This is an optimization exercise on Yosys and OpenROAD, whose aim is small area, a short achievable clock period and few clock cycles per item, not a production implementation.
The RTL was checked by simulation tests, not by an equivalence proof against the original design.
Power is estimated from default activity; no workload was simulated.

==> flow/design.v, too long to show whole: its modules and the start of the top module <==
// module qmva_csr: 54 lines
// module qmva_ctrl: 144 lines
// module qmva_dp: 181 lines
// module qmva_csa: 635 lines
// module qmva_step: 155 lines
// module qmva_add44: 207 lines
// module qmva_add20: 91 lines
// module qmva_add13: 56 lines
// module quantized_matvec_accumulator: 73 lines
module quantized_matvec_accumulator (
   input  logic                             clock,
   input  logic                             reset,
   input  logic                             req_valid,
   output logic                             req_ready,
   input  logic signed [15:0]               req_activation,
   input  logic [15:0]                      req_weight_word,
   input  logic signed [15:0]               req_weight_scale,
   output logic                             rsp_valid,
   input  logic                             rsp_ready,
   output logic signed [31:0]               rsp_dot_result,
   output logic [19:0]                      rsp_result_index,
   output logic [12:0]                      rsp_weight_row,
   output logic                             rsp_saturated,
   output logic                             rsp_job_done,
   input  logic                             csr_we,
   input  logic [2:0]                       csr_index,
   input  logic [12:0]                      csr_wdata
);
  // ...
==> flow/flow/run.sh <==
#!/bin/bash
# The standard layout (the standard.sh: standard synthesis, then ORFS floorplan to
# finish), with timing repair asked to leave 7.5 ns of setup slack at the 11.5 ns clock,
# so that it sizes and buffers the paths above 4 ns as well. The clock, constraints and
# everything else are the standard flow's.
set -euo pipefail
export SETUP_SLACK_MARGIN=7.5
bash standard.sh finish > standard_flow.log 2>&1
==> flow/standard.sh <==
#!/bin/bash
# synth_recipe.tcl (not shown) runs the flow's synth.tcl, then flattens the netlist and writes it again
# the make line also repeats each setting of config.mk as NAME=value (left out here)
make -C /OpenROAD-flow-scripts/flow DESIGN_CONFIG=/design/flow/config.mk WORK_HOME=/design/flow/orfs CLKGATE_MAP_FILE= SYNTH_SCRIPT=/design/flow/synth_recipe.tcl "${@:-finish}"
==> flow/config.mk <==
export PLATFORM = sky130hd
export DESIGN_NAME = quantized_matvec_accumulator
export DESIGN_NICKNAME = quantized_matvec_accumulator
export VERILOG_FILES = /design/flow/design.v
export SDC_FILE = /design/flow/constraint.sdc
export NUM_CORES = 4
export LEC_CHECK = 0
export CAP_MARGIN = 20
export CORE_MARGIN = 2
export CORE_UTILIZATION = 40
export SLEW_MARGIN = 20
==> flow/constraint.sdc <==
create_clock -name core_clock -period 11.5 [get_ports {clock}]
set_input_delay 2.3000 -clock core_clock [delete_from_list [all_inputs] [get_ports {clock}]]
set_output_delay 2.3000 -clock core_clock [all_outputs]
set_load 0.01 [all_outputs]
==> flow_metrics.env, run 1 <==
export IMPL_post_drt_via_cell_ratio=5.32
export IMPL_initial_utilization=0.402
export IMPL_stdcell_count=3681
export IMPL_worstReg2RegEnd="u_dp.s_ff[18]$_DFF_P_"
export IMPL_drtIter0Drc=1442
export IMPL_post_cts_buffers=12
export IMPL_wire_per_inst_um=18.5
export IMPL_cts_root_buf="clkbuf_16"
export IMPL_synth_xor_area_frac=0.0905
export IMPL_place_hpwl_um=50200
export IMPL_synth_main_ff_cell="dfxtp_1"
export IMPL_status="finished clean"
export IMPL_syn_num_nets=3206
export IMPL_hold_violations=0
export IMPL_pre_cts_ws_ns=6.38
export IMPL_dp_cells=3574
export IMPL_relSlewSlack=0.281
export IMPL_register_area_um2=8410
export IMPL_final_common_cell="inv_1"
export IMPL_core_area_um2=65500
export IMPL_finalNetCount=3239
export IMPL_muxShareOfSynthArea=0.00865
export IMPL_n_tap_cell=864
export IMPL_internal_power_mw=4.43
export IMPL_whs_endpoint="u_dp.last2_ff$_SDFF_PP0_"
export IMPL_worstPathRequired_ns=9.20
export IMPL_crit_family="buffers and inverters"
export IMPL_clk_pin_slew_ns=0.06
export IMPL_ios=138
export IMPL_fin_ws_ns=7.57
export IMPL_synth_fa_ha_area_frac=0.240
export IMPL_worst_slew_pin_slew_ns=1.08
export IMPL_synth_seq_cells=357
export IMPL_power_leader="combinational logic"
export IMPL_yosysTopAreaCell="dfxtp_1"
export IMPL_cts_tree="built"
export IMPL_cp_max_fo=3
export IMPL_busiest_layer="met2"
export IMPL_num_multi_input_gates=1854
export IMPL_yosys_area_top_type_share=0.177
export IMPL_fin_util=0.458
export IMPL_synth_edf_count=124
export IMPL_reg_top3="u_dp.c_ff: 44 flops, u_dp.s_ff: 44 flops, u_dp.x_ff: 41 flops"
export IMPL_r2r_slack_ns=7.67
Testbench counts, summed over its fixed seeds: cycles 27,508, elements 25,630.
==> run 2, diff against run 1 <==
==> flow/flow/run.sh (replaced) <==
#!/bin/bash
# The standard layout (the standard.sh: standard synthesis, then ORFS floorplan to
# finish) with two changes to how it is made:
#  - timing repair is asked to leave 8.1 ns of setup slack at the 11.5 ns clock, so that
#    it sizes and buffers the paths above 3.4 ns as well;
#  - the port buffers that placement inserts (one on every input and output, as in the
#    standard flow) are sky130_fd_sc_hd__buf_1 cells.
# The clock, constraints and everything else are the standard flow's.
set -euo pipefail
export SETUP_SLACK_MARGIN=8.1
export BUFFER_PORTS_ARGS="-buffer_cell sky130_fd_sc_hd__buf_1"
bash standard.sh finish > standard_flow.log 2>&1
==> flow_metrics.env, run 2 <==
export IMPL_hold_class="reg2reg"
export IMPL_die_x_um=261
export IMPL_crit_arrival_ns=4.17
export IMPL_grt_usage=0.214
export IMPL_pwr_share_clk=0.167
export IMPL_drive_above_1_share=0.201
export IMPL_irDropWorstVdd_v=0.000147
export IMPL_worst_slew_pin_slew_ns=0.946
export IMPL_syn_to_final_growth_pct=19.3
export IMPL_dp_cells=3567
export IMPL_swShare=0.431
export IMPL_status="finished clean"
export IMPL_ant_nets=0
export IMPL_finalNetCount=3364
export IMPL_final_cell_mix="inv_1 (329), ha_1 (182), fa_1 (181)"
export IMPL_final_common_cell="inv_1"
export IMPL_placed_cell_area_um2=27500
export IMPL_vias=20400
export IMPL_ys_seq_area_frac=0.319
export IMPL_cts_tree="built"
export IMPL_insertion_delay_ns=0.60
export IMPL_cts_made_buffers=43
export IMPL_yosys_area_top_type_share=0.177
export IMPL_critPathLaunchType="register"
export IMPL_drc=0
export IMPL_maxCapViolCount=0
export IMPL_clk_pin_slew_ns=0.06
export IMPL_postSynthAreaPerCell_um2=9.58
export IMPL_wirelength_um=73100
export IMPL_p_total_mw=8.25
export IMPL_yosysTopAreaCell="dfxtp_1"
export IMPL_p_leak_nw=13.1
export IMPL_slew_violations=0
export IMPL_rows=94
export IMPL_synth_cell_area_um2=26300
export IMPL_globalRoute_totalOverflow=0
export IMPL_cp_end_kind="register"
export IMPL_syn_num_nets=3206
export IMPL_first_pass_iters=7
export IMPL_fill_cells=6004
export IMPL_post_synth_top_count_cell="inv_1"
export IMPL_reg_top3="u_dp.c_ff: 44 flops, u_dp.s_ff: 44 flops, u_dp.x_ff: 41 flops"
export IMPL_synth_seq_cells=357
export IMPL_switching_power_mw=3.56
export IMPL_clock_sinks=357
export IMPL_cts_max_path_buffers=3
export IMPL_ctsHoldBuffers=0
export IMPL_finalCriticalPeriod_ns=3.73
export IMPL_relSlewSlack=0.369
export IMPL_die_area_um2=67900
export IMPL_place_hpwl_um=51400
export IMPL_fmax_mhz=268
export IMPL_whs_ns=0.436
export IMPL_cellPowerDensity_nw_per_um2=263
export IMPL_worstPathRequired_ns=11.94
export IMPL_cts_root_buf="clkbuf_16"
export IMPL_core_area_um2=65500
export IMPL_cts_htree_levels=2
export IMPL_fp_dieH_um=261
export IMPL_cp_max_fo=7
export IMPL_synth_async_reset_ratio=0
export IMPL_grt_pass1_vias=20900
export IMPL_period_share=0.324
export IMPL_yosysUniqueCellTypes=83
export IMPL_synth_edf_count=124
export IMPL_netlist_top_cells_area="dfxtp_1 (18%), fa_1 (15%), edfxtp_1 (14%), ha_1 (9.4%), xnor2_1 (5.6%)"
export IMPL_wire_per_inst_um=19.2
export IMPL_combPwrFrac=0.600
export IMPL_yosysWarnings=4
export IMPL_synth_main_ff_cell="dfxtp_1"
export IMPL_stdcell_count=3807
export IMPL_initial_utilization=0.402
export IMPL_ios=138
export IMPL_critical_path_class="reg2reg"
export IMPL_skew_ns=0.0257
export IMPL_grt_max_degree=59
export IMPL_seqPwrFrac=0.233
export IMPL_antenna_found_initial=10
export IMPL_gp_congestion=0.876
export IMPL_internal_power_mw=4.69
export IMPL_hold_violations=0
export IMPL_grt_pass1_wl_um=115000
export IMPL_drtIter0Drc=1233
export IMPL_syn_instance_count=2747
export IMPL_rsz0062_at_grt="yes"
export IMPL_setup_viol=0
export IMPL_setup_tns_ns=0
export IMPL_post_drt_via_cell_ratio=5.36
export IMPL_final_design_area_no_fill_um2=31400
export IMPL_synth_common_cells="inv_1 (336), dfxtp_1 (233), ha_1 (197)"
export IMPL_portBuffers=137
## run 2: power by group through the flow
stage                     combinational [mW]  sequential [mW]  clock (mW)
after floorplan                         3.43             1.81           0
after global placement                  4.26             1.95           0
after detailed placement                4.43             1.95           0
after CTS                               4.84             1.91        1.41
after global routing                    5.73             1.95        1.46
final                                   4.95             1.92        1.38
## run 2: through the flow
stage                     setup WS, ns  utilization
after CTS                         7.82        0.468
after global routing              7.62        0.479
final                             7.77        0.480
after global placement            6.63        0.420
after detailed placement          6.74        0.420
after floorplan                   7.39            -
## run 2: cell type report
class                           count  area, µm²  share of cell area
Antenna cell                        3       7.51            0.000239
Sequential cell                   357       8550               0.272
Tap cell                          864       1080              0.0344
Timing Repair Buffer              308       2240              0.0714
Clock inverter                     23        249             0.00793
Inverter                          340       1290              0.0410
Clock buffer                       57       1180              0.0376
Multi-Input combinational cell   1855      16800               0.535
## run 2: kinds of logic after synthesis
| logic type | count (synthesis) | synth area share |
|---|---|---|
| buffers and inverters | 537 | 0.0819 |
| muxes | 21 | 0.00865 |
| adders and majority gates | 390 | 0.240 |
| and+or+nand+nor | 611 | 0.120 |
| AOI/OAI and AO/OA | 559 | 0.140 |
| xor gates and xnor gates | 272 | 0.0905 |
| DFF | 357 | 0.319 |
## run 2: timing repair
item                       CTS  global route
resized for setup          233           128
setup endpoints to repair  173           134
pin swaps                   67            69
cloned                       5             0
setup buffers              109            43
## run 2: path summary, 6_finish.rpt
check / cells after the start / to / start / slack [ns]
max: 14 / u_dp.h_ff[9]$_SDFFE_PP1P_ / u_dp.bca_ff[1]$_DFFE_PP_ / 7.77
min: 1 / u_dp.last2_ff$_SDFF_PP0_ / u_dp.last1_ff$_SDFF_PP0_ / 0.44
max reg2reg: 14 / u_dp.h_ff[9]$_SDFFE_PP1P_ / u_dp.bca_ff[1]$_DFFE_PP_ / 7.77
min reg2reg: 1 / u_dp.last2_ff$_SDFF_PP0_ / u_dp.last1_ff$_SDFF_PP0_ / 0.44
## run 2: worst max-delay path, cell delays in order (launching register included)
cell      delay (ns)
edfxtp_1        0.43
buf_12          0.17
a22oi_2         0.17
xnor2_1         0.14
ha_1            0.26
fa_1            0.54
ha_4            0.21
or3_4           0.41
a211oi_4        0.27
a211oi_2        0.08
a221o_1         0.35
a21o_1          0.18
a21oi_2         0.14
xor2_1          0.16
o21ai_1         0.07
## run 2: routing by layer
layer  part of all wire  track usage  routed length [µm]
met2               0.47        0.356               34700
met5             0.0013            0                  96
met3              0.063       0.0408                4590
met1               0.43        0.276               31300
met4              0.033       0.0813                2420
==> run 3, diff against run 2 <==
==> flow/flow/run.sh (replaced) <==
#!/bin/bash
# The standard layout (the standard.sh: standard synthesis, then ORFS floorplan to
# finish) with two changes to how it is made:
#  - timing repair is asked to leave 7.95 ns of setup slack at the 11.5 ns clock, so that
#    it sizes and buffers the paths above 3.55 ns as well;
#  - the port buffers that placement inserts (one on every input and output, as in the
#    standard flow) are sky130_fd_sc_hd__buf_1 cells.
# The clock, constraints and everything else are the standard flow's.
set -euo pipefail
export SETUP_SLACK_MARGIN=7.95
export BUFFER_PORTS_ARGS="-buffer_cell sky130_fd_sc_hd__buf_1"
bash standard.sh finish > standard_flow.log 2>&1
==> flow_metrics.env, run 3 <==
export IMPL_synth_seq_cells=357
export IMPL_busiest_layer="met2"
export IMPL_cts_made_buffers=44
export IMPL_grt_pass1_vias=20400
export IMPL_slew_violations=0
export IMPL_cts_max_path_buffers=3
export IMPL_worstPathCellList="buf_4 -> inv_4 -> ha_4 -> inv_4 -> nor4_4 -> nand2b_1 -> or4_4 -> a21oi_4 -> nor2_2"
export IMPL_combPwrFrac=0.588
export IMPL_die_area_um2=67900
export IMPL_drc=0
export IMPL_cp_max_fo=5
export IMPL_crit_family="simple AND/OR/NAND/NOR gates"
export IMPL_yosysWarnings=4
export IMPL_swShare=0.427
export IMPL_final_cell_mix="inv_1 (330), fa_1 (191), dfxtp_1 (191)"
export IMPL_first_pass_iters=6
export IMPL_fp_dieH_um=261
export IMPL_hold_violations=0
export IMPL_max_stage_delay_ns=0.62
export IMPL_yosysTopAreaCell="dfxtp_1"
export IMPL_ios=138
export IMPL_grt_pass1_wl_um=110000
export IMPL_clock_sinks=357
export IMPL_multi_input_area_um2=16300
export IMPL_yosys_area_top_type_share=0.177
export IMPL_die_x_um=261
export IMPL_cp_end_kind="register"
export IMPL_internal_power_mw=4.56
export IMPL_worst_slew_pin_slew_ns=1.28
export IMPL_grt_usage=0.204
export IMPL_relSlewSlack=0.145
export IMPL_wirelength_um=69600
export IMPL_initial_utilization=0.402
export IMPL_switching_power_mw=3.39
export IMPL_vias=19800
export IMPL_reg_top3="u_dp.c_ff: 44 flops, u_dp.s_ff: 44 flops, u_dp.x_ff: 41 flops"
export IMPL_ctsHoldBuffers=0
export IMPL_grt_max_degree=97
export IMPL_irDropWorstVdd_v=0.000147
export IMPL_cts_htree_levels=2
export IMPL_fin_util=0.459
export IMPL_critical_path_class="in2reg"
export IMPL_antenna_found_initial=12
export IMPL_pwr_share_clk=0.171
export IMPL_setup_viol=0
export IMPL_path_buf_inv=3
export IMPL_hold_class="reg2reg"
export IMPL_gp_congestion=0.893
export IMPL_ys_seq_area_frac=0.319
export IMPL_fill_cells=6171
export IMPL_post_drt_via_cell_ratio=5.28
export IMPL_finalCriticalPeriod_ns=3.72
export IMPL_crit_slowest_cell="or4_4"
export IMPL_drive_above_1_share=0.127
export IMPL_cellPowerDensity_nw_per_um2=264
export IMPL_period_share=0.323
export IMPL_p_leak_nw=12.5
export IMPL_worstPathRequired_ns=11.83
export IMPL_use_met1=0.262
export IMPL_wire_per_inst_um=18.6
export IMPL_seqPwrFrac=0.242
export IMPL_rsz0062_at_grt="yes"
export IMPL_synth_async_reset_ratio=0
export IMPL_insertion_delay_ns=0.59
export IMPL_met3_usage=0.0421
export IMPL_setup_tns_ns=0
export IMPL_syn_num_nets=3206
export IMPL_post_synth_top_count_cell="inv_1"
export IMPL_core_area_um2=65500
export IMPL_worst_path_most_repeated_cell="inv_4"
export IMPL_crit_arrival_ns=4.04
export IMPL_place_hpwl_um=51000
export IMPL_synth_main_ff_cell="dfxtp_1"
export IMPL_drtIter0Drc=1178
export IMPL_skew_ns=0.0271
export IMPL_use_met2=0.341
export IMPL_portBuffers=137
export IMPL_synth_edf_count=124
export IMPL_final_common_cell="inv_1"
export IMPL_postSynthAreaPerCell_um2=9.58
export IMPL_critPathLaunchType="primary input"
export IMPL_synth_cell_area_um2=26300
export IMPL_netlist_top_cells_area="dfxtp_1 (18%), fa_1 (15%), edfxtp_1 (14%), ha_1 (9.4%), xnor2_1 (5.6%)"
export IMPL_fmax_mhz=269
export IMPL_finalNetCount=3308
export IMPL_rows=94
export IMPL_status="finished clean"
export IMPL_clk_pin_slew_ns=0.06
export IMPL_r2r_slack_ns=7.80
export IMPL_yosysUniqueCellTypes=83
export IMPL_synth_common_cells="inv_1 (336), dfxtp_1 (233), ha_1 (197)"
export IMPL_maxCapViolCount=0
export IMPL_syn_to_final_growth_pct=14.3
export IMPL_cts_root_buf="clkbuf_16"
export IMPL_register_area_um2=8480
export IMPL_cts_tree="built"
export IMPL_globalRoute_totalOverflow=0
export IMPL_syn_instance_count=2747
export IMPL_ant_nets=0
-- run 3: cell counts after synthesis --
No cell type changed its count.
-- run 3: what timing repair did --
action / in CTS / in global routing
setup endpoints to repair: 84 / 90
cloned: 1 / 1
endpoints found under the hold margin: 0 / 0
pin swaps: 29 / 33
buffers inserted: 33 / 60
resized for setup: 74 / 70
-- run 3: worst paths after layout --
check	startpoint	endpoint	depth (start not counted)
max reg2reg	u_dp.bca_ff[0]$_DFFE_PP_	u_dp.h_ff[9]$_SDFFE_PP1P_	16
min	u_dp.last1_ff$_SDFF_PP0_	u_dp.last2_ff$_SDFF_PP0_	1
max	csr_wdata[1]	u_csr.nrm1_ff[4]$_SDFFCE_PN0P_	9
min reg2reg	u_dp.last1_ff$_SDFF_PP0_	u_dp.last2_ff$_SDFF_PP0_	1
-- run 3: power groups by stage --
stage | registers, mW | logic [mW] | clock network [mW]
after floorplan | 1.80 | 3.38 | 0
after global placement | 1.95 | 4.20 | 0
after detailed placement | 1.95 | 4.38 | 0
after CTS | 1.92 | 4.60 | 1.39
after global routing | 1.95 | 5.43 | 1.44
final | 1.92 | 4.67 | 1.36
-- run 3: layout make-up --
type	instances	area share
antenna	1	0.0000832
clock buffer	61	0.0394
clock inverter	21	0.00699
inverter	340	0.0429
multi-input combinational	1854	0.542
sequential	357	0.282
tap	864	0.0359
timing repair buffer	252	0.0506
-- run 3: through the flow --
step | std cells | instance area (µm²) | power (mW) | hold WS [ns] | setup slack, ns
floorplan | 2747 | 26600 | 5.19 | 0.354 | 7.38
global placement | 3571 | 27400 | 6.15 | 0.445 | 6.85
detailed placement | 3572 | 27400 | 6.34 | 0.438 | 6.77
CTS | 3688 | 29400 | 7.91 | 0.452 | 7.80
global route | 3749 | 30100 | 8.82 | 0.453 | 7.61
finish | 3750 | 30100 | 7.95 | 0.446 | 7.78
-- run 3: kinds of logic (layout without fill, tap and decap cells) --
logic type,count (synthesis),after routing,share of synthesized area
buffers and inverters,537,674,0.0819
flip-flops,357,357,0.319
adder cells (fa/ha/maj),390,390,0.240
AO/OA/AOI/OAI,559,559,0.140
other,0,1,0
AND/OR/NAND/NOR,611,612,0.120
XOR/XNOR,272,272,0.0905
multiplexers,21,21,0.00865
-- run 3: layer usage --
layer / vias to the layer above / part of all wire / wire length [µm]
met2: 602 / 0.47 / 32700
met1: 9627 / 0.43 / 30000
met5: - / 0.0016 / 113
met4: 16 / 0.033 / 2270
li1: 9410 / - / -
met3: 150 / 0.064 / 4470
==> run 4, diff against run 3 <==
==> flow/flow/run.sh (replaced) <==
#!/bin/bash
# The standard layout (the standard.sh: standard synthesis, then ORFS floorplan to
# finish) with two changes to how it is made:
#  - timing repair is asked to leave 7.5 ns of setup slack at the 11.5 ns clock, so that
#    it sizes and buffers the paths above 4 ns as well;
#  - the port buffers that placement inserts (one on every input and output, as in the
#    standard flow) are sky130_fd_sc_hd__buf_1 cells.
# The clock, constraints and everything else are the standard flow's.
set -euo pipefail
export SETUP_SLACK_MARGIN=7.5
export BUFFER_PORTS_ARGS="-buffer_cell sky130_fd_sc_hd__buf_1"
bash standard.sh finish > standard_flow.log 2>&1
==> flow_metrics.env, run 4 <==
export IMPL_status="finished clean"
export IMPL_wire_per_inst_um=18.5
export IMPL_relSlewSlack=0.229
export IMPL_grt_usage=0.200
export IMPL_grt_max_degree=102
export IMPL_ios=138
export IMPL_final_common_cell="inv_1"
export IMPL_grt_pass1_vias=19800
export IMPL_cp_end_kind="register"
export IMPL_muxShareOfSynthArea=0.00865
export IMPL_place_hpwl_um=50200
export IMPL_cts_made_buffers=45
export IMPL_critical_path_class="in2reg"
export IMPL_vias=19400
export IMPL_finalNetCount=3229
export IMPL_synth_xor_area_frac=0.0905
export IMPL_use_met2=0.331
export IMPL_ys_seq_area_frac=0.319
export IMPL_yosysTopAreaCell="dfxtp_1"
export IMPL_critPathLaunchType="primary input"
export IMPL_hold_class="reg2reg"
export IMPL_synth_compound_area_frac=0.140
export IMPL_syn_num_nets=3206
export IMPL_yosysWarnings=4
export IMPL_drc=0
export IMPL_worstPathRequired_ns=11.84
export IMPL_portBuffers=137
export IMPL_cts_tree="built"
export IMPL_cp_max_fo=10
export IMPL_final_cell_mix="inv_1 (333), dfxtp_1 (218), ha_1 (195)"
export IMPL_irDropWorstVdd_v=0.000151
export IMPL_synth_seq_cells=357
export IMPL_wirelength_um=67800
export IMPL_cellPowerDensity_nw_per_um2=264
export IMPL_met3_usage=0.0411
export IMPL_rows=94
export IMPL_insertion_delay_ns=0.60
export IMPL_synth_simple_area_share=0.120
export IMPL_synth_main_ff_cell="dfxtp_1"
export IMPL_clk_pin_slew_ns=0.06
export IMPL_antenna_found_initial=9
export IMPL_setup_viol=0
export IMPL_crit_slowest_cell="or4_4"
export IMPL_gp_congestion=0.880
export IMPL_crit_arrival_ns=4.21
export IMPL_use_met1=0.266
export IMPL_synth_async_reset_ratio=0
export IMPL_busiest_layer="met2"
export IMPL_globalRoute_totalOverflow=0
export IMPL_hold_violations=0
export IMPL_slew_violations=0
export IMPL_post_synth_top_count_cell="inv_1"
export IMPL_core_area_um2=65500
export IMPL_cts_htree_levels=2
export IMPL_clock_sinks=357
export IMPL_fmax_mhz=259
export IMPL_postSynthAreaPerCell_um2=9.58
export IMPL_cts_max_path_buffers=3
export IMPL_ant_nets=0
export IMPL_netlist_top_cells_area="dfxtp_1 (18%), fa_1 (15%), edfxtp_1 (14%), ha_1 (9.4%), xnor2_1 (5.6%)"
export IMPL_p_total_mw=7.65
export IMPL_fill_cells=6153
export IMPL_die_x_um=261
export IMPL_synth_edf_count=124
export IMPL_yosysUniqueCellTypes=83
export IMPL_synth_cell_area_um2=26300
export IMPL_grt_pass1_wl_um=108000
export IMPL_max_stage_delay_ns=0.57
export IMPL_yosys_area_top_type_share=0.177
export IMPL_drtIter0Drc=1521
export IMPL_die_area_um2=67900
export IMPL_synth_common_cells="inv_1 (336), dfxtp_1 (233), ha_1 (197)"
export IMPL_cts_root_buf="clkbuf_16"
export IMPL_synth_fa_ha_area_frac=0.240
export IMPL_fp_dieH_um=261
export IMPL_first_pass_iters=6
export IMPL_initial_utilization=0.402
export IMPL_rsz0062_at_grt="yes"
export IMPL_finalCriticalPeriod_ns=3.87
export IMPL_worst_slew_pin_slew_ns=1.15
export IMPL_post_drt_via_cell_ratio=5.29
export IMPL_setup_tns_ns=0
export IMPL_p_leak_nw=12.0
export IMPL_syn_to_final_growth_pct=10.2
export IMPL_skew_ns=0.0362
export IMPL_maxCapViolCount=0
export IMPL_drive_above_1_share=0.0713
export IMPL_synth_top_family_by_area="adder cells"
export IMPL_syn_instance_count=2747
export IMPL_period_share=0.336
export IMPL_reg_top3="u_dp.c_ff: 44 flops, u_dp.s_ff: 44 flops, u_dp.x_ff: 41 flops"
export IMPL_worstPathCellList="buf_1 -> clkinvlp_4 -> ha_4 -> inv_2 -> nor4_4 -> nand2b_1 -> or4_4 -> a21oi_2 -> nor2_1"
==> run 4: stage by stage <==
stage           util  cell area [µm²]  std cells  hold WS [ns]  setup WS (ns)
6_report       0.443            29000       3671         0.447           7.63
5_1_grt        0.443            29000       3669         0.470           7.46
4_1_cts        0.440            28800       3661         0.453           7.51
3_5_place_dp   0.417            27300       3573         0.443           6.75
3_3_place_gp   0.416            27300       3573         0.436           6.85
2_1_floorplan      -            26400       2747         0.354           7.38
==> run 4: layout make-up <==
| cell class | count | area [µm²] | share of cell area |
|---|---|---|---|
| Antenna cell | 2 | 5.00 | 0.000173 |
| Timing Repair Buffer | 173 | 838 | 0.0289 |
| Tap cell | 864 | 1080 | 0.0373 |
| Clock inverter | 20 | 206 | 0.00712 |
| Multi-Input combinational cell | 1853 | 15900 | 0.549 |
| Sequential cell | 357 | 8410 | 0.290 |
| Clock buffer | 62 | 1250 | 0.0431 |
| Inverter | 340 | 1280 | 0.0442 |
==> run 4: worst paths after layout <==
kind	start	endpoint	slack, ns	depth (start not counted)
max	csr_wdata[0]	u_csr.nrm1_ff[7]$_SDFFCE_PN0P_	7.63	9
min	u_dp.last1_ff$_SDFF_PP0_	u_dp.last2_ff$_SDFF_PP0_	0.45	1
max reg2reg	u_dp.bca_ff[1]$_DFFE_PP_	u_dp.h_ff[14]$_SDFFE_PP0P_	7.65	14
min reg2reg	u_dp.last1_ff$_SDFF_PP0_	u_dp.last2_ff$_SDFF_PP0_	0.45	1
==> run 4: power by group <==
| group | total (mW) | internal [mW] | switching, mW |
|---|---|---|---|
| sequential | 1.93 | 1.66 | 0.265 |
| clock | 1.39 | 0.812 | 0.581 |
| combinational | 4.33 | 1.91 | 2.43 |
| total | 7.65 | 4.38 | 3.27 |
==> run 4: worst max-delay path: cells and delay by family <==
kind	cells	cell delay, ns
adder cells (fa/ha/maj)	1	0.17
buffers and inverters	3	0.40
AO/OA/AOI/OAI	1	0.20
AND/OR/NAND/NOR	4	1.13
==> run 4: kinds of logic (layout without fill, tap and decap cells) <==
family                     count (synthesis)  after routing
xor gates and xnor gates                 272            272
buffers and inverters                    537            595
and+or+nand+nor                          611            611
other                                      0              2
muxes                                     21             21
adders and majority gates                390            390
DFF                                      357            357
AOI/OAI and AO/OA                        559            559
==> run 4: timing repair <==
item	4_1_cts	5_1_grt
endpoints found under the setup margin	29	46
resized for setup	1	28
pin swaps	0	14
setup buffers	6	8
hold buffers	0	0
==> run 4: per-layer routing <==
layer	share of wire	routed length, µm
met3	0.065	4370
met5	0.0012	80
met4	0.023	1540
met1	0.44	30200
met2	0.47	31600
==> run 5, diff against run 4 <==
==> flow/flow/run.sh (replaced) <==
#!/bin/bash
# The standard layout (the standard.sh: standard synthesis, then ORFS floorplan to
# finish) with two changes to how it is made:
#  - timing repair is asked to leave 7.8 ns of setup slack at the 11.5 ns clock, so that
#    it sizes and buffers the paths above 3.7 ns as well;
#  - the port buffers that placement inserts (one on every input and output, as in the
#    standard flow) are sky130_fd_sc_hd__buf_1 cells.
# The clock, constraints and everything else are the standard flow's.
set -euo pipefail
export SETUP_SLACK_MARGIN=7.8
export BUFFER_PORTS_ARGS="-buffer_cell sky130_fd_sc_hd__buf_1"
bash standard.sh finish > standard_flow.log 2>&1
--- a/flow/config.mk
+++ b/flow/config.mk
@@ -9,3 +9,4 @@
 export CORE_MARGIN = 2
 export CORE_UTILIZATION = 40
+export CTS_BUF_LIST = sky130_fd_sc_hd__clkbuf_4
 export SLEW_MARGIN = 20
==> flow_metrics.env, run 5 <==
export IMPL_first_pass_iters=6
export IMPL_crit_slowest_cell="edfxtp_1"
export IMPL_gp_congestion=0.865
export IMPL_finalNetCount=3347
export IMPL_yosysUniqueCellTypes=83
export IMPL_ctsHoldBuffers=0
export IMPL_ys_seq_area_frac=0.319
export IMPL_synth_seq_cells=357
export IMPL_globalRoute_totalOverflow=0
export IMPL_reg_top3="u_dp.c_ff: 44 flops, u_dp.s_ff: 44 flops, u_dp.x_ff: 41 flops"
export IMPL_synth_top_family_by_area="adder cells"
export IMPL_antenna_found_initial=14
export IMPL_path_buf_inv=1
export IMPL_skew_ns=0.0660
export IMPL_grt_pass1_wl_um=111000
export IMPL_synth_xor_area_frac=0.0905
export IMPL_worst_slew_pin_slew_ns=1.01
export IMPL_slew_violations=0
export IMPL_yosys_area_top_type_share=0.177
export IMPL_critPathLaunchType="register"
export IMPL_muxShareOfSynthArea=0.00865
export IMPL_post_synth_top_count_cell="inv_1"
export IMPL_worstPathRequired_ns=9.20
export IMPL_cts_tree="built"
export IMPL_cts_root_buf="clkbuf_4"
export IMPL_syn_instance_count=2747
export IMPL_cellPowerDensity_nw_per_um2=259
export IMPL_final_common_cell="inv_1"
export IMPL_syn_to_final_growth_pct=13.8
export IMPL_maxCapViolCount=0
export IMPL_synth_compound_area_frac=0.140
export IMPL_cp_max_fo=2
export IMPL_stdcell_count=3837
export IMPL_p_leak_nw=12.7
export IMPL_yosysWarnings=4
export IMPL_rsz0062_at_grt="yes"
export IMPL_pre_cts_ws_ns=6.79
export IMPL_worstPathCellList="buf_1"
export IMPL_setup_tns_ns=0
export IMPL_synth_cell_area_um2=26300
export IMPL_synth_fa_ha_area_frac=0.240
export IMPL_period_share=0.328
export IMPL_insertion_delay_ns=0.90
export IMPL_crit_family="flip-flops"
export IMPL_die_area_um2=67900
export IMPL_synth_main_ff_cell="dfxtp_1"
export IMPL_max_stage_delay_ns=0.45
export IMPL_drive_above_1_share=0.170
export IMPL_register_area_um2=8510
export IMPL_hold_class="reg2reg"
export IMPL_portBuffers=137
export IMPL_postSynthAreaPerCell_um2=9.58
export IMPL_drtIter0Drc=1399
export IMPL_ant_nets=0
export IMPL_fin_ws_ns=7.73
export IMPL_synth_common_cells="inv_1 (336), dfxtp_1 (233), ha_1 (197)"
export IMPL_ios=138
export IMPL_hold_violations=0
export IMPL_cts_max_path_buffers=3
export IMPL_synth_simple_area_share=0.120
export IMPL_vias=20100
export IMPL_crit_arrival_ns=1.47
export IMPL_core_area_um2=65500
export IMPL_place_hpwl_um=50800
export IMPL_syn_num_nets=3206
export IMPL_die_x_um=261
export IMPL_fill_cells=6176
export IMPL_drc=0
export IMPL_wire_per_inst_um=18.3
export IMPL_synth_async_reset_ratio=0
export IMPL_wirelength_um=70100
export IMPL_initial_utilization=0.402
export IMPL_grt_pass1_vias=20700
export IMPL_relSlewSlack=0.326
export IMPL_yosysTopAreaCell="dfxtp_1"
export IMPL_grt_max_degree=88
export IMPL_grt_usage=0.206
export IMPL_p_total_mw=7.76
export IMPL_placed_cell_area_um2=27300
export IMPL_netlist_top_cells_area="dfxtp_1 (18%), fa_1 (15%), edfxtp_1 (14%), ha_1 (9.4%), xnor2_1 (5.6%)"
export IMPL_rows=94
export IMPL_post_drt_via_cell_ratio=5.24
export IMPL_status="finished clean"
export IMPL_multi_input_area_um2=16200
export IMPL_setup_viol=0
export IMPL_clk_pin_slew_ns=0.08
export IMPL_synth_edf_count=124
export IMPL_cts_made_buffers=102
export IMPL_finalCriticalPeriod_ns=3.77
export IMPL_fmax_mhz=265
export IMPL_final_cell_mix="inv_1 (331), fa_1 (191), ha_1 (187)"
export IMPL_clock_sinks=357
export IMPL_fp_dieH_um=261
export IMPL_irDropWorstVdd_v=0.000141
export IMPL_final_design_area_no_fill_um2=30000
export IMPL_cts_htree_levels=3
export IMPL_critical_path_class="reg2out"
export IMPL_cp_end_kind="output port"
export IMPL_dp_cells=3573
[run 5: stage by stage]
step	util	hold WS, ns
floorplan	-	0.354
global placement	0.417	0.428
detailed placement	0.417	0.439
CTS	0.450	0.457
global route	0.457	0.470
finish	0.457	0.443
[run 5: what timing repair did]
item / CTS / global route
endpoints found under the hold margin: 0 / 0
pin swaps: 22 / 23
gates cloned: 0 / 1
endpoints found under the setup margin: 126 / 87
buffers inserted: 57 / 17
resized for setup: 132 / 93
[run 5: kinds of logic (layout without fill, tap and decap cells)]
group / after synthesis / count (layout)
flip-flops: 357 / 357
adder cells (fa/ha/maj): 390 / 390
multiplexers: 21 / 21
buffers and inverters: 537 / 758
XOR/XNOR: 272 / 272
AND/OR/NAND/NOR: 611 / 611
AO/OA/AOI/OAI: 559 / 559
other: 0 / 5
[run 5: worst paths after layout]
path	from	to	slack, ns	depth (start not counted)
min	u_dp.last1_ff$_SDFF_PP0_	u_dp.last2_ff$_SDFF_PP0_	0.44	1
min reg2reg	u_dp.last1_ff$_SDFF_PP0_	u_dp.last2_ff$_SDFF_PP0_	0.44	1
max	u_dp.x_ff[12]$_DFFE_PP_	rsp_dot_result[0]	7.73	1
max reg2reg	u_dp.bca_ff[0]$_DFFE_PP_	u_dp.h_ff[13]$_SDFFE_PP0P_	7.78	14
[run 5: cell type report]
class | count | area share
diodes | 5 | 0.000418
clock buffers | 155 | 0.0388
clock inverters | 29 | 0.00489
inverters | 340 | 0.0428
multi-input cells | 1853 | 0.541
flip-flops and latches | 357 | 0.284
well taps | 864 | 0.0361
repair buffers | 234 | 0.0518
[run 5: metal layers]
layer,vias to the layer above,track usage,wire length (µm)
li1,9557,-,-
met4,22,0.0651,1710
met5,-,0,145
met3,146,0.0517,4660
met1,9788,0.263,30500
met2,574,0.343,33100
[run 5: power breakdown]
part | leakage, nW | internal (mW) | switching, mW | total (mW)
combinational | 8.79 | 2.08 | 2.55 | 4.63
clock | 0.778 | 0.617 | 0.590 | 1.21
sequential | 3.13 | 1.66 | 0.264 | 1.92
==> run 6, diff against run 5 <==
--- a/flow/config.mk
+++ b/flow/config.mk
@@ -9,4 +9,4 @@
 export CORE_MARGIN = 2
 export CORE_UTILIZATION = 40
-export CTS_BUF_LIST = sky130_fd_sc_hd__clkbuf_4
+export CTS_CLUSTER_SIZE = 30
 export SLEW_MARGIN = 20
==> flow_metrics.env, run 6 <==
export IMPL_synth_edf_count=124
export IMPL_maxCapViolCount=0
export IMPL_clock_sinks=357
export IMPL_clk_pin_slew_ns=0.06
export IMPL_drc=0
export IMPL_rows=94
export IMPL_first_pass_iters=6
export IMPL_cts_tree="built"
export IMPL_crit_slowest_cell="fa_1"
export IMPL_globalRoute_totalOverflow=0
export IMPL_gp_congestion=0.865
export IMPL_cp_max_fo=8
export IMPL_cts_max_path_buffers=3
export IMPL_combPwrFrac=0.573
export IMPL_final_cell_mix="inv_1 (333), dfxtp_1 (212), fa_1 (190), ha_1 (190), xnor2_1 (166)"
export IMPL_crit_arrival_ns=4.23
export IMPL_syn_num_nets=3206
export IMPL_vias=19500
export IMPL_fmax_mhz=269
export IMPL_wire_per_inst_um=18.6
export IMPL_hold_class="reg2reg"
export IMPL_initial_utilization=0.402
export IMPL_setup_viol=0
export IMPL_die_x_um=261
export IMPL_finalNetCount=3241
export IMPL_netlist_top_cells_area="dfxtp_1 (18%), fa_1 (15%), edfxtp_1 (14%), ha_1 (9.4%), xnor2_1 (5.6%)"
export IMPL_syn_instance_count=2747
export IMPL_grt_usage=0.202
export IMPL_cp_end_kind="register"
export IMPL_final_common_cell="inv_1"
export IMPL_antenna_found_initial=13
export IMPL_worst_slew_pin_slew_ns=1.06
export IMPL_die_area_um2=67900
export IMPL_grt_max_degree=88
export IMPL_critical_path_class="reg2reg"
export IMPL_syn_to_final_growth_pct=11.9
export IMPL_grt_pass1_vias=20000
export IMPL_seqPwrFrac=0.246
export IMPL_rsz0062_at_grt="yes"
export IMPL_reg_top3="u_dp.c_ff: 44 flops, u_dp.s_ff: 44 flops, u_dp.x_ff: 41 flops"
export IMPL_status="finished clean"
export IMPL_skew_ns=0.0379
export IMPL_insertion_delay_ns=0.61
export IMPL_ys_seq_area_frac=0.319
export IMPL_rr_worst_depth=14
export IMPL_yosysUniqueCellTypes=83
export IMPL_post_drt_via_cell_ratio=5.29
export IMPL_relSlewSlack=0.294
export IMPL_synth_async_reset_ratio=0
export IMPL_place_hpwl_um=50800
export IMPL_synth_main_ff_cell="dfxtp_1"
export IMPL_fin_ws_ns=7.79
export IMPL_period_share=0.323
export IMPL_cp_depth=14
export IMPL_critPathLaunchType="register"
export IMPL_synth_seq_cells=357
export IMPL_drive_above_1_share=0.0934
export IMPL_portBuffers=137
export IMPL_slew_violations=0
export IMPL_cts_made_buffers=44
export IMPL_cellPowerDensity_nw_per_um2=266
export IMPL_pre_cts_ws_ns=6.79
export IMPL_switching_power_mw=3.36
export IMPL_postSynthAreaPerCell_um2=9.58
export IMPL_hold_violations=0
export IMPL_fill_cells=6181
export IMPL_ctsHoldBuffers=0
export IMPL_finalCriticalPeriod_ns=3.71
export IMPL_fp_dieH_um=261
export IMPL_max_stage_delay_ns=0.54
export IMPL_yosysWarnings=4
export IMPL_worst_path_most_repeated_cell="xnor2_1"
export IMPL_ios=138
export IMPL_wirelength_um=68500
export IMPL_internal_power_mw=4.49
export IMPL_synth_common_cells="inv_1 (336), dfxtp_1 (233), ha_1 (197)"
export IMPL_cts_root_buf="clkbuf_16"
export IMPL_core_area_um2=65500
export IMPL_worstPathCellList="buf_12 -> a22oi_2 -> xnor2_1 -> ha_1 -> fa_1 -> ha_4 -> or3_4 -> a211oi_4 -> a2111oi_2 -> o21a_1 -> a221oi_2 -> xnor2_1 -> nand2_1 -> a21oi_2"
export IMPL_worstHoldPathCells=1
export IMPL_swShare=0.428
export IMPL_crit_family="compound AO/OA/AOI/OAI gates"
export IMPL_irDropWorstVdd_v=0.000130
export IMPL_cts_htree_levels=2
export IMPL_p_leak_nw=12.2
export IMPL_post_synth_top_count_cell="inv_1"
export IMPL_path_buf_inv=1
export IMPL_drtIter0Drc=1401
export IMPL_yosys_area_top_type_share=0.177
export IMPL_ant_nets=0
export IMPL_yosysTopAreaCell="dfxtp_1"
export IMPL_pwr_share_clk=0.181
export IMPL_setup_tns_ns=0
export IMPL_synth_cell_area_um2=26300
export IMPL_worstPathRequired_ns=12.02
export IMPL_grt_pass1_wl_um=109000
run 6: final timing paths:
check	from	slack, ns	endpoint
setup / recovery	u_dp.bca_ff[1]$_DFFE_PP_	7.79	u_dp.h_ff[13]$_SDFFE_PP0P_
setup reg to reg	u_dp.bca_ff[1]$_DFFE_PP_	7.79	u_dp.h_ff[13]$_SDFFE_PP0P_
hold / removal	u_dp.first_ff$_SDFFE_PP1P_	0.46	u_dp.first_ff$_SDFFE_PP1P_
hold reg to reg	u_dp.first_ff$_SDFFE_PP1P_	0.46	u_dp.first_ff$_SDFFE_PP1P_
run 6: kinds of logic (layout without fill, tap and decap cells):
kind of cell    after synthesis  in the layout  share of synthesized area
flops                       357            357                      0.319
mux                          21             21                    0.00865
xor+xnor                    272            272                     0.0905
buf+inv                     537            605                     0.0819
fa+ha+maj                   390            390                      0.240
compound gates              559            559                      0.140
simple gates                611            612                      0.120
other cells                   0              3                          0
run 6: layout make-up:
| cell class | instances | area (µm²) | share of cell area |
|---|---|---|---|
| flip-flops and latches | 357 | 8440 | 0.287 |
| clock buffers | 55 | 1190 | 0.0405 |
| clock inverters | 25 | 302 | 0.0102 |
| repair buffers | 185 | 971 | 0.0330 |
| multi-input cells | 1854 | 16200 | 0.549 |
| diodes | 3 | 7.51 | 0.000255 |
| well taps | 864 | 1080 | 0.0367 |
| inverters | 340 | 1280 | 0.0435 |
run 6: metal layers:
metal	part of all wire	wire [µm]	vias up	GRT usage
met4	0.025	1740	20	0.0610
met5	0.0018	122	-	0
met1	0.44	29900	9484	0.264
met2	0.47	32200	557	0.336
met3	0.065	4480	124	0.0410
li1	-	-	9293	-
run 6: power by group through the flow:
stage	combinational, mW	clock [mW]	sequential [mW]
final	4.50	1.42	1.93
after detailed placement	4.30	0	1.95
after CTS	4.46	1.46	1.92
after global placement	4.12	0	1.95
after floorplan	3.33	0	1.80
after global routing	5.26	1.51	1.96
run 6: timing repair:
action,in CTS,in global routing
resized for setup,40,66
buffers inserted,18,7
setup endpoints to repair,66,49
pin swaps,21,22
gates cloned,1,1
hold endpoints to repair,0,0
run 6: per-stage QoR:
stage	power (mW)	util	std cells	hold slack, ns	area (µm²)
CTS	7.84	0.445	3672	0.461	29100
global route	8.73	0.449	3681	0.491	29400
global placement	6.06	0.417	3572	0.428	27300
floorplan	5.14	-	2747	0.354	26500
detailed placement	6.25	0.417	3573	0.439	27300
finish	7.85	0.450	3683	0.456	29400
==> run 7, diff against run 6 <==
--- a/flow/config.mk
+++ b/flow/config.mk
@@ -9,4 +9,3 @@
 export CORE_MARGIN = 2
 export CORE_UTILIZATION = 40
-export CTS_CLUSTER_SIZE = 30
 export SLEW_MARGIN = 20
==> flow_metrics.env, run 7 <==
export IMPL_status="finished clean"
export IMPL_whs_ns=0.456
export IMPL_cp_max_fo=8
export IMPL_die_x_um=261
export IMPL_cts_made_buffers=44
export IMPL_gp_congestion=0.865
export IMPL_wirelength_um=68500
export IMPL_multi_input_area_um2=16200
export IMPL_rr_worst_depth=14
export IMPL_ios=138
export IMPL_r2r_start="u_dp.bca_ff[1]$_DFFE_PP_"
export IMPL_worstPathCellList="buf_12 -> a22oi_2 -> xnor2_1 -> ha_1 -> fa_1 -> ha_4 -> or3_4 -> a211oi_4 -> a2111oi_2 -> o21a_1 -> a221oi_2 -> xnor2_1 -> nand2_1 -> a21oi_2"
export IMPL_maxCapViolCount=0
export IMPL_fill_cells=6181
export IMPL_initial_utilization=0.402
export IMPL_post_synth_top_count_cell="inv_1"
export IMPL_critical_path_class="reg2reg"
export IMPL_clock_sinks=357
export IMPL_yosysUniqueCellTypes=83
export IMPL_syn_num_nets=3206
export IMPL_core_area_um2=65500
export IMPL_synth_seq_cells=357
export IMPL_grt_pass1_wl_um=109000
export IMPL_worst_slew_pin_slew_ns=1.06
export IMPL_grt_max_degree=88
export IMPL_setup_tns_ns=0
export IMPL_syn_to_final_growth_pct=11.9
export IMPL_crit_slowest_cell="fa_1"
export IMPL_yosys_area_top_type_share=0.177
export IMPL_drtIter0Drc=1401
export IMPL_post_drt_via_cell_ratio=5.29
export IMPL_crit_family="compound AO/OA/AOI/OAI gates"
export IMPL_rows=94
export IMPL_yosysTopAreaCell="dfxtp_1"
export IMPL_worst_path_most_repeated_cell="xnor2_1"
export IMPL_first_pass_iters=6
export IMPL_cts_root_buf="clkbuf_16"
export IMPL_synth_main_ff_cell="dfxtp_1"
export IMPL_cts_tree="built"
export IMPL_fp_dieH_um=261
export IMPL_grt_pass1_vias=20000
export IMPL_insertion_delay_ns=0.61
export IMPL_max_stage_delay_ns=0.54
export IMPL_final_cell_mix="inv_1 (333), dfxtp_1 (212), fa_1 (190), ha_1 (190), xnor2_1 (166)"
export IMPL_vias=19500
export IMPL_relSlewSlack=0.294
export IMPL_cellPowerDensity_nw_per_um2=266
export IMPL_ant_nets=0
export IMPL_period_share=0.323
export IMPL_place_hpwl_um=50800
export IMPL_worstHoldPathCells=1
export IMPL_skew_ns=0.0379
export IMPL_placed_cell_area_um2=27300
export IMPL_finalCriticalPeriod_ns=3.71
export IMPL_hp_start="u_dp.first_ff$_SDFFE_PP1P_"
export IMPL_irDropWorstVdd_v=0.000130
export IMPL_synth_common_cells="inv_1 (336), dfxtp_1 (233), ha_1 (197)"
export IMPL_finalNetCount=3241
export IMPL_clk_pin_slew_ns=0.06
export IMPL_postSynthAreaPerCell_um2=9.58
export IMPL_synth_async_reset_ratio=0
export IMPL_drc=0
export IMPL_drive_above_1_share=0.0934
export IMPL_wire_per_inst_um=18.6
export IMPL_hold_violations=0
export IMPL_cts_htree_levels=2
export IMPL_slew_violations=0
export IMPL_final_design_area_no_fill_um2=29400
export IMPL_rsz0062_at_grt="yes"
export IMPL_critPathLaunchType="register"
export IMPL_p_leak_nw=12.2
export IMPL_final_common_cell="inv_1"
export IMPL_crit_arrival_ns=4.23
export IMPL_whs_endpoint="u_dp.first_ff$_SDFFE_PP1P_"
export IMPL_register_area_um2=8440
export IMPL_portBuffers=137
export IMPL_globalRoute_totalOverflow=0
export IMPL_netlist_top_cells_area="dfxtp_1 (18%), fa_1 (15%), edfxtp_1 (14%), ha_1 (9.4%), xnor2_1 (5.6%)"
export IMPL_fmax_mhz=269
export IMPL_syn_instance_count=2747
export IMPL_grt_usage=0.202
export IMPL_antenna_found_initial=13
export IMPL_worstReg2RegEnd="u_dp.h_ff[13]$_SDFFE_PP0P_"
export IMPL_r2r_slack_ns=7.79
export IMPL_setup_viol=0
export IMPL_synth_edf_count=124
export IMPL_cts_max_path_buffers=3
export IMPL_hold_class="reg2reg"
export IMPL_worstPathRequired_ns=12.02
export IMPL_synth_cell_area_um2=26300
export IMPL_ys_seq_area_frac=0.319
export IMPL_reg_top3="u_dp.c_ff: 44 flops, u_dp.s_ff: 44 flops, u_dp.x_ff: 41 flops"
export IMPL_path_buf_inv=1
export IMPL_die_area_um2=67900
export IMPL_ctsHoldBuffers=0
export IMPL_cp_end_kind="register"
export IMPL_yosysWarnings=4
## run 7: cell counts in the layout (fill, tap and decap cells not counted)
Identical to the previous run, type by type.
## run 7: worst max path at each step
| stage | startpoint | to | slack, ns | cells after the start |
|---|---|---|---|---|
| after floorplan | csr_wdata[0] | u_csr.nrm1_ff[3]$_SDFFCE_PN0P_ | 7.38 | 9 |
| after global placement | csr_wdata[0] | u_csr.nrm1_ff[3]$_SDFFCE_PN0P_ | 6.84 | 9 |
| after detailed placement | csr_wdata[0] | u_csr.nrm1_ff[3]$_SDFFCE_PN0P_ | 6.79 | 9 |
| after CTS | u_dp.bca_ff[0]$_DFFE_PP_ | u_dp.h_ff[13]$_SDFFE_PP0P_ | 7.75 | 14 |
| after global routing | u_dp.bca_ff[0]$_DFFE_PP_ | u_dp.h_ff[13]$_SDFFE_PP0P_ | 7.63 | 14 |
| final | u_dp.bca_ff[1]$_DFFE_PP_ | u_dp.h_ff[13]$_SDFFE_PP0P_ | 7.79 | 14 |
## run 7: worst register-to-register path, delay by kind of cell, from the launching register on
family,cells,cell delay [ns]
flip-flops,1,0.42
AO/OA/AOI/OAI,6,1.24
AND/OR/NAND/NOR,2,0.50
adder cells (fa/ha/maj),3,1.02
buffers and inverters,1,0.17
XOR/XNOR,2,0.30
## run 7: cell type report
type                       instances  area share
clock inverter                    25      0.0102
multi-input combinational       1854       0.549
antenna                            3    0.000255
clock buffer                      55      0.0405
timing repair buffer             185      0.0330
inverter                         340      0.0435
tap                              864      0.0367
sequential                       357       0.287
## run 7: cells by family (layout without fill, tap and decap cells)
kind of cell	Yosys count	count (layout)	share of synthesized area
compound gates	559	559	0.140
mux	21	21	0.00865
fa+ha+maj	390	390	0.240
xor+xnor	272	272	0.0905
flops	357	357	0.319
buf+inv	537	605	0.0819
simple gates	611	612	0.120
other cells	0	3	0
## run 7: where the power goes
part           total (mW)  internal [mW]  switching [mW]
Clock                1.42          0.834           0.588
Sequential           1.93           1.66           0.266
Combinational        4.50           2.00            2.50
Total                7.85           4.49            3.36
## run 7: timing repair
item                                   CTS  global route
gates resized for setup                 40            66
gates cloned                             1             1
setup endpoints to repair               66            49
setup buffers                           18             7
endpoints found under the hold margin    0             0
pin swaps                               21            22
## run 7: per-stage QoR
stage | util | total power, mW | worst slack [ns] | instances
after detailed placement | 0.417 | 6.25 | 6.79 | 3573
after CTS | 0.445 | 7.84 | 7.75 | 3672
after global routing | 0.449 | 8.73 | 7.63 | 3681
after global placement | 0.417 | 6.06 | 6.84 | 3572
after floorplan | - | 5.14 | 7.38 | 2747
final | 0.450 | 7.85 | 7.79 | 3683
## run 7: per-layer routing
layer | vias to the layer above | global-route usage | share of wire
met3 | 124 | 0.0410 | 0.065
met4 | 20 | 0.0610 | 0.025
met2 | 557 | 0.336 | 0.47
li1 | 9293 | - | -
met1 | 9484 | 0.264 | 0.44
met5 | - | 0 | 0.0018
==> run 8, diff against run 7 <==
--- a/flow/config.mk
+++ b/flow/config.mk
@@ -9,3 +9,5 @@
 export CORE_MARGIN = 2
 export CORE_UTILIZATION = 40
+export CTS_BUF_LIST = sky130_fd_sc_hd__clkbuf_8
+export CTS_CLUSTER_SIZE = 24
 export SLEW_MARGIN = 20
==> flow_metrics.env, run 8 <==
export IMPL_critical_path_class="in2reg"
export IMPL_synth_fa_ha_area_frac=0.240
export IMPL_cts_htree_levels=3
export IMPL_fp_dieH_um=261
export IMPL_max_stage_delay_ns=0.57
export IMPL_finalCriticalPeriod_ns=3.75
export IMPL_maxCapViolCount=0
export IMPL_clk_pin_slew_ns=0.07
export IMPL_ant_nets=0
export IMPL_cts_root_buf="clkbuf_8"
export IMPL_ios=138
export IMPL_synth_compound_area_frac=0.140
export IMPL_synth_top_family_by_area="adder cells"
export IMPL_antenna_found_initial=13
export IMPL_finalNetCount=3271
export IMPL_drive_above_1_share=0.106
export IMPL_dp_cells=3573
export IMPL_ctsHoldBuffers=0
export IMPL_final_cell_mix="inv_1 (353), dfxtp_1 (209), ha_1 (191)"
export IMPL_period_share=0.327
export IMPL_synth_seq_cells=357
export IMPL_hold_class="reg2reg"
export IMPL_syn_to_final_growth_pct=11.6
export IMPL_reg_top3="u_dp.c_ff: 44 flops, u_dp.s_ff: 44 flops, u_dp.x_ff: 41 flops"
export IMPL_hold_violations=0
export IMPL_wirelength_um=69300
export IMPL_relSlewSlack=0.328
export IMPL_ys_seq_area_frac=0.319
export IMPL_synth_common_cells="inv_1 (336), dfxtp_1 (233), ha_1 (197)"
export IMPL_drc=0
export IMPL_synth_async_reset_ratio=0
export IMPL_setup_tns_ns=0
export IMPL_yosysWarnings=4
export IMPL_initial_utilization=0.402
export IMPL_wire_per_inst_um=18.5
export IMPL_fin_ws_ns=7.75
export IMPL_netlist_top_cells_area="dfxtp_1 (18%), fa_1 (15%), edfxtp_1 (14%), ha_1 (9.4%), xnor2_1 (5.6%)"
export IMPL_synth_cell_area_um2=26300
export IMPL_setup_viol=0
export IMPL_final_common_cell="inv_1"
export IMPL_cp_max_fo=5
export IMPL_first_pass_iters=6
export IMPL_p_total_mw=7.75
export IMPL_irDropWorstVdd_v=0.000137
export IMPL_synth_simple_area_share=0.120
export IMPL_portBuffers=137
export IMPL_die_x_um=261
export IMPL_crit_slowest_cell="or4_4"
export IMPL_cts_tree="built"
export IMPL_muxShareOfSynthArea=0.00865
export IMPL_rsz0062_at_grt="yes"
export IMPL_crit_arrival_ns=4.17
export IMPL_clock_sinks=357
export IMPL_synth_xor_area_frac=0.0905
export IMPL_post_drt_via_cell_ratio=5.27
export IMPL_grt_max_degree=88
export IMPL_post_synth_top_count_cell="inv_1"
export IMPL_die_area_um2=67900
export IMPL_pre_cts_ws_ns=6.79
export IMPL_synth_edf_count=124
export IMPL_syn_instance_count=2747
export IMPL_rows=94
export IMPL_cellPowerDensity_nw_per_um2=264
export IMPL_fmax_mhz=266
export IMPL_yosysTopAreaCell="dfxtp_1"
export IMPL_syn_num_nets=3206
export IMPL_grt_pass1_vias=20200
export IMPL_whs_ns=0.435
export IMPL_worst_slew_pin_slew_ns=1.01
export IMPL_grt_usage=0.204
export IMPL_gp_congestion=0.865
export IMPL_place_hpwl_um=50800
export IMPL_yosys_area_top_type_share=0.177
export IMPL_p_leak_nw=12.3
export IMPL_cp_end_kind="register"
export IMPL_status="finished clean"
export IMPL_drtIter0Drc=1373
export IMPL_core_area_um2=65500
export IMPL_insertion_delay_ns=0.70
export IMPL_critPathLaunchType="primary input"
export IMPL_yosysUniqueCellTypes=83
export IMPL_worstPathCellList="buf_2 -> nor2_4 -> nand2_4 -> nor4_4 -> nand2b_1 -> buf_4 -> or4_4 -> a21oi_4 -> nor2_1"
export IMPL_stdcell_count=3738
export IMPL_grt_pass1_wl_um=110000
export IMPL_cts_made_buffers=69
export IMPL_slew_violations=0
export IMPL_synth_main_ff_cell="dfxtp_1"
export IMPL_vias=19700
export IMPL_postSynthAreaPerCell_um2=9.58
export IMPL_globalRoute_totalOverflow=0
export IMPL_skew_ns=0.0520
export IMPL_worstPathRequired_ns=11.91
export IMPL_cts_max_path_buffers=3
[run 8: cell types whose count changed in the layout (fill, tap and decap cells not counted), sizes merged]
cell | before | now
inv | 340 | 364
clkinvlp | 4 | 2
diode | 3 | 5
buf | 184 | 189
clkbuf | 56 | 80
clkinv | 17 | 23
bufinv | 4 | 0
[run 8: cell families after synthesis]
logic type / Yosys count
AO/OA/AOI/OAI: 559
XOR/XNOR: 272
adder cells (fa/ha/maj): 390
buffers and inverters: 537
flip-flops: 357
multiplexers: 21
AND/OR/NAND/NOR: 611
[run 8: metrics by stage]
stage                      util  cell area (µm²)
after floorplan               -            26500
after global placement    0.417            27300
after detailed placement  0.417            27300
after CTS                 0.443            29000
after global routing      0.448            29400
final                     0.448            29400
[run 8: final timing paths]
| path | from | cells after the start | end | slack [ns] |
|---|---|---|---|---|
| max | csr_wdata[4] | 9 | u_csr.lenm1_ff[2]$_SDFFCE_PN0P_ | 7.75 |
| max reg2reg | u_dp.bca_ff[0]$_DFFE_PP_ | 14 | u_dp.h_ff[13]$_SDFFE_PP0P_ | 7.75 |
| min | u_dp.last1_ff$_SDFF_PP0_ | 1 | u_dp.last2_ff$_SDFF_PP0_ | 0.44 |
| min reg2reg | u_dp.last1_ff$_SDFF_PP0_ | 1 | u_dp.last2_ff$_SDFF_PP0_ | 0.44 |
[run 8: where the power goes]
part | switching, mW | leakage [nW] | internal (mW)
clock | 0.624 | 0.798 | 0.652
sequential | 0.266 | 3.12 | 1.66
combinational | 2.53 | 8.35 | 2.01
total | 3.42 | 12.3 | 4.33
[run 8: layer usage]
metal	GRT usage	routed length [µm]
met5	0	129
met4	0.0590	1650
met3	0.0487	4570
met2	0.339	32500
met1	0.264	30400
[run 8: critical path: cells and delay by family]
kind | cells | cell delay [ns]
AOI/OAI and AO/OA | 1 | 0.20
buffers and inverters | 2 | 0.34
and+or+nand+nor | 6 | 1.33
[run 8: cell type report]
type,count,area (µm²)
clock buffers,79,1090
flip-flops and latches,357,8450
clock inverters,49,299
fillers,6219,36100
repair buffers,190,996
diodes,5,12.5
inverters,340,1280
well taps,864,1080
multi-input cells,1854,16200
[run 8: what timing repair did]
action                                  CTS  global route
pin swaps                                21            26
cloned                                    0             2
setup buffers                            21             9
resized for setup                        42            69
endpoints found under the setup margin   69            49

[static timing again, ports no longer ideal]
Ports are ideal in the flow. The routed layouts listed here were re-timed in OpenROAD. Step 1, drivers: a clkbuf_16 drives clock and a buf_2 each remaining input, both assumed. Step 2 moves the port delays by t, midway between the first and last clock arrival at a register: inputs arrive t later, outputs are due t later. That takes back most of the time a late clock gives input paths. Three values: ideal, step 1, step 2; two values: the first two.
run | shift t [ns] | slack for setup (ns) | worst data-port slew with drivers (ns)
run 1 | 0.651 | 7.565 / 7.503 / 6.965 | 0.09
run 2 | 0.651 | 7.772 / 7.772 / 7.211 | 0.10
run 3 | 0.637 | 7.785 / 7.783 / 7.146 | 0.10
run 4 | 0.649 | 7.632 / 7.650 / 7.023 | 0.10
run 5 | 0.929 | 7.730 / 7.672 / 6.926 | 0.10
run 6 | 0.650 | 7.785 / 7.785 / 7.235 | 0.10
run 7 | 0.650 | 7.785 / 7.785 / 7.235 | 0.10
run 8 | 0.731 | 7.745 / 7.754 / 7.027 | 0.10
After both steps setup and hold are still met in every run listed. The setup slack of run 5, which loses most, moves by -0.058 ns with the drivers and by -0.804 ns with both steps.
